This design comes from an exercise in tuning for small area, a short achievable clock period and few clock cycles on the open sky130 flow, not from production work. Function was checked by simulation only, so behaviour that the tests miss may differ from the original. Power is estimated from default activity; no workload was simulated.

## old
Design cnn_axi_burst_master, start of the top module:
module cnn_axi_burst_master #(
  parameter int C_M_AXI_ID_WIDTH   = 12,
  parameter int C_M_AXI_ADDR_WIDTH = 64,
  parameter int C_M_AXI_DATA_WIDTH = 128,
  parameter int BURST_LEN          = 16,
  parameter int ID_VALUE           = 0
) (
  input  logic                            M_AXI_ACLK,
  input  logic                            M_AXI_ARESETN,
  input  logic                            INIT_AXI_TXN,
  input  logic [C_M_AXI_ADDR_WIDTH-1:0]   input_Addr_Offset,
  input  logic [C_M_AXI_ADDR_WIDTH-1:0]   output_Addr_Offset,
  output logic                            TXN_DONE,
  output logic                            ERROR,
  output logic [C_M_AXI_ID_WIDTH-1:0]     M_AXI_ARID,
  output logic [C_M_AXI_ADDR_WIDTH-1:0]   M_AXI_ARADDR,
  output logic [7:0]                      M_AXI_ARLEN,
  output logic [2:0]                      M_AXI_ARSIZE,
  output logic [1:0]                      M_AXI_ARBURST,
  output logic                            M_AXI_ARLOCK,
  output logic [3:0]                      M_AXI_ARCACHE,
  output logic [2:0]                      M_AXI_ARPROT,
  output logic [3:0]                      M_AXI_ARQOS,
  output logic                            M_AXI_ARVALID,
  input  logic                            M_AXI_ARREADY,
  input  logic [C_M_AXI_ID_WIDTH-1:0]     M_AXI_RID,
  input  logic [C_M_AXI_DATA_WIDTH-1:0]   M_AXI_RDATA,
  input  logic [1:0]                      M_AXI_RRESP,
  input  logic                            M_AXI_RLAST,
  input  logic                            M_AXI_RVALID,
  output logic                            M_AXI_RREADY,
  output logic [C_M_AXI_ID_WIDTH-1:0]     M_AXI_AWID,
  output logic [C_M_AXI_ADDR_WIDTH-1:0]   M_AXI_AWADDR,
  output logic [7:0]                      M_AXI_AWLEN,
  output logic [2:0]                      M_AXI_AWSIZE,
  output logic [1:0]                      M_AXI_AWBURST,
  output logic                            M_AXI_AWLOCK,
  output logic [3:0]                      M_AXI_AWCACHE,
  output logic [2:0]                      M_AXI_AWPROT,
  output logic [3:0]                      M_AXI_AWQOS,
  output logic                            M_AXI_AWVALID,
  input  logic                            M_AXI_AWREADY,
  output logic [C_M_AXI_DATA_WIDTH-1:0]   M_AXI_WDATA,
  output logic [C_M_AXI_DATA_WIDTH/8-1:0] M_AXI_WSTRB,
  output logic                            M_AXI_WLAST,
  output logic                            M_AXI_WVALID,
  input  logic                            M_AXI_WREADY,
  input  logic [C_M_AXI_ID_WIDTH-1:0]     M_AXI_BID,
  input  logic [1:0]                      M_AXI_BRESP,
  input  logic                            M_AXI_BVALID,
  output logic                            M_AXI_BREADY
);
For scale: ~900 cells after synthesis, about 270 flip-flops, about 650 I/O pins.
==> flow/config.mk <==
export PLATFORM = sky130hd
export DESIGN_NAME = cnn_axi_burst_master
export DESIGN_NICKNAME = cnn_axi_burst_master
export VERILOG_FILES = /design/flow/design.v
export SDC_FILE = /design/flow/constraint.sdc
export NUM_CORES = 4
export LEC_CHECK = 0
export CAP_MARGIN = 20
export CORE_MARGIN = 2
export CORE_UTILIZATION = 40
export SETUP_SLACK_MARGIN = 3.3
export SLEW_MARGIN = 20
==> flow/constraint.sdc <==
create_clock -name core_clock -period 5.5 [get_ports {M_AXI_ACLK}]
set_input_delay 1.1000 -clock core_clock [delete_from_list [all_inputs] [get_ports {M_AXI_ACLK}]]
set_output_delay 1.1000 -clock core_clock [all_outputs]
set_load 0.01 [all_outputs]
standard.sh (not shown) runs the stock make flow with config.mk's settings and CLKGATE_MAP_FILE= SYNTH_SCRIPT=/design/flow/synth_recipe.tcl, a recipe that flattens the netlist after the stock synthesis.
==> flow/flow/run.sh <==
#!/bin/bash
# Standard ORFS layout with two changes: ports are buffered with the
# smallest plain buffer instead of the default delay buffer, and CTS adds
# no dummy clock loads.
set -euo pipefail
export BUFFER_PORTS_ARGS="-buffer_cell sky130_fd_sc_hd__buf_1"
export CTS_ARGS="-sink_clustering_enable -repair_clock_nets -dont_use_dummy_load"
bash standard.sh > standard.log 2>&1
Testbench counts of old, summed over its fixed seeds: cycles 9,948.
> inputs changed (old -> new)
diff --git a/flow/config.mk b/flow/config.mk
--- a/flow/config.mk
+++ b/flow/config.mk
@@ -11 +10,0 @@
-export SETUP_SLACK_MARGIN = 3.3
## What came out
Tightest slew margin relative to the limit on new is ahead of old.
new ended up with busy_q as its worst setup path startpoint; old ended up with u_buf.head_q[4].
met1 track demand over resource in global routing down 0.77 points in new wrt old
new: overall power of the completed layout is 5.8% lower than what old reported.
Taking old as the reference, in new transition at the pin with the smallest max-transition slack has decreased; worst setup slack dropped 690 ps.
Comparing old with new, the clock latency on the worst-skew pair came out essentially unchanged.
new has proportion of cell area occupied by multi-input gates above what old had.
When new is measured against old, its critical path depth turns out 2 higher.

[re-timing with driven ports]
The flow's constraints put no driver on any port. The routed layouts listed below were extracted and timed again, unchanged, in two steps.
Step 1, drivers: a clkbuf_16 drives M_AXI_ACLK and a buf_2 each remaining input, both assumed.
Step 2 times the ports against the registers' clock, not the clock port: input delays grow and output delays shrink by t, the midpoint of the rising clock arrivals with the driver on.
Slacks: ideal / step 1 / step 2; pairs: ideal / step 1.
run	t (ns)	setup WS [ns]	worst setup path after step 2
old	0.603	3.191 / 3.140 / 2.821	input to register
new	0.595	2.505 / 2.505 / 2.411	input to register
After both steps every run listed still meets setup and hold. For old, which loses most, drivers alone change the setup slack by -0.051 ns; drivers and shift together by -0.370 ns.
